Context: an optimization exercise on an open-source flow, tuned for small area, a short achievable clock period and few clock cycles per item. The choices shown serve that exercise and are no tape-out recipe.
Only simulation tests tie the RTL to the original design; equivalence was not proved.
Power and IR drop assume default switching activity.

## oak
==> flow/design.v (excerpt) <==
module lru_tag_cache_top (
    input  logic               clk,
    input  logic               rst_n,
    input  logic               req_valid,
    output logic               req_ready,
    input  logic [lru_tc_pkg::MODE_W-1:0]  req_mode,
    input  logic [lru_tc_pkg::KEY_W-1:0]   req_key_tag,
    input  logic [lru_tc_pkg::LOC_W-1:0]   req_location,
    input  logic [lru_tc_pkg::STAMP_W-1:0] req_now,
    input  logic               rsp_ready,
    output logic               rsp_valid,
    output logic               rsp_hit,
    output logic [lru_tc_pkg::LOC_W-1:0]   rsp_found_location,
    output logic [lru_tc_pkg::CNT_W-1:0]   rsp_occupancy
);
For scale: roughly 6900 cells after synthesis, roughly 130 I/O pins, roughly 0.095 sq mm of cells after synthesis.
clock: 5.0 ns
lec_check: 0
cap_margin: 20
core_margin: 2
core_utilization: 40
cts_cluster_diameter: 100
cts_cluster_size: 20
setup_slack_margin: 2.3
slew_margin: 20
tns_end_percent: 5
run.sh (not shown) runs the stock make flow with config.mk's settings and CLKGATE_MAP_FILE= SYNTH_SCRIPT=/design/flow/synth_recipe.tcl, a recipe that flattens the netlist after the stock synthesis.
Testbench counts of oak, summed over its fixed seeds: cycles 20,016, items 20,000.
Setup changes, oak to pine
Settings: SETUP_SLACK_MARGIN now 2.0, was 2.3.
==> results.txt <==
- pine does worse than oak on worst reg-to-reg setup slack.
- Relative to oak, the post-cts gate resize count measured on pine has decreased by more than half.
- Compared pine against oak; largest vdd supply drop within noise.
- Looking at critical path start-end classification, the flop to flop result is from oak; the primary input to flop one comes from pine.
- On synthesized cell count, pine and oak are neck and neck.
- Compared with oak, pine shows a lower detailed-route wire length.
The inputs of birch differ from those of pine as listed below.
Settings: SETUP_SLACK_MARGIN now 2.4, was 2.0.
## What came out
pine → birch: via count increased by 2.2% relative to the old numbers, average detailed-routed wire length per instance increased by about 1.3% relative to the old numbers, total power increased by about 1.5% relative to the old numbers.
Required time of the worst setup path across pine and birch: no real change.
On final critical delay including setup and external delays, birch does better than pine.
Going from pine to birch, layout-stage area growth over the synthesis result up 3.9 points, worst hold slack went down 0.0085 ns, minimum setup slack among reg-to-reg paths climbed 0.35 ns, wire length higher, met1 routed wirelength after detailed routing went up about 0.56%.
Number of stages on the worst setup path on birch is up relative to pine.
[inputs] maple vs birch
Settings: swapping 2.4 for 2.5 in SETUP_SLACK_MARGIN.
==> comparison <==
Summary of maple over birch: maximum fanout count along the critical path picked up an extra 2; footprint of the flip-flops and latches neither gained nor lost much; wire length picked up an extra about 2.2%; shortest period the worst path allows lost 0.16 ns. maple leaves more setup margin than birch. Between birch and maple, the flow reports number of setup buffers added after CTS increasing by more than half.
Here is what was changed in the inputs of cedar compared with maple.
Settings: a change of SETUP_SLACK_MARGIN from 2.5 to 2.3.
==> flow/flow/run.sh (new file) <==
#!/bin/bash
# The standard layout (standard.sh, unchanged synthesis, floorplan, power grid and
# routing), with two placement/repair settings changed:
#  - the port buffers are buf_4 cells instead of the delay buffers buffer_ports picks;
#  - timing repair may swap a cell for one of another footprint.
# make's full output goes to make_finish.log; each ORFS step keeps its own log under orfs/logs.
set -euo pipefail
bash standard.sh MATCH_CELL_FOOTPRINT=0 "BUFFER_PORTS_ARGS=-buffer_cell sky130_fd_sc_hd__buf_4" finish > make_finish.log 2>&1
==> flow/standard.sh (new file) <==
#!/bin/bash
# synth_recipe.tcl (not shown) runs the flow's synth.tcl, then flattens the netlist and writes it again
# the make line also repeats each setting of config.mk as NAME=value (left out here)
make -C /OpenROAD-flow-scripts/flow DESIGN_CONFIG=/design/flow/config.mk WORK_HOME=/design/flow/orfs CLKGATE_MAP_FILE= SYNTH_SCRIPT=/design/flow/synth_recipe.tcl "${@:-finish}"
removed: flow/run.sh
--- outcome ---
Relative to maple, the number of buffers added for setup after CTS of cedar is lower by about 60%.
For maple, the capture point of the worst path was r_m_q[11], unlike cedar, where it was r_m_q[8].
When cedar is set beside maple, its via count turns out to be 1701 smaller.
maple -> cedar: number of multi-input logic gates flat
Against maple as the reference, cedar delivers a lower final cell count.

[static timing again, ports no longer ideal]
No port has a modelled driver above. Below, the same layouts with a new extraction and two added sets of constraints.
Step 1, drivers: a clkbuf_16 drives clk and a buf_2 each remaining input, both assumed.
Step 2 moves the port delays by t, midway between the first and last clock arrival at a register: inputs arrive t later, outputs are due t later. That takes back most of the time a late clock gives input paths.
Slacks: ideal ports / drivers / drivers and shift; pairs: ideal ports / drivers.
run	t (ns)	slack for setup (ns)	hold WS [ns]	pins driven straight from the clock port
oak	0.938	2.140 / 2.079 / 1.325	0.040 / 0.015 / 0.464	1
pine	0.934	1.563 / 1.593 / 0.659	0.043 / 0.021 / 0.464	1
birch	0.936	1.983 / 2.070 / 1.134	0.035 / 0.010 / 0.462	1
maple	0.924	2.146 / 2.186 / 1.297	0.043 / 0.033 / 0.464	1
cedar	0.934	2.067 / 2.077 / 1.143	0.226 / 0.165 / 0.461	1
After both steps every run listed still meets setup and hold. For cedar, which loses most, drivers alone change the setup slack by +0.010 ns; drivers and shift together by -0.924 ns.
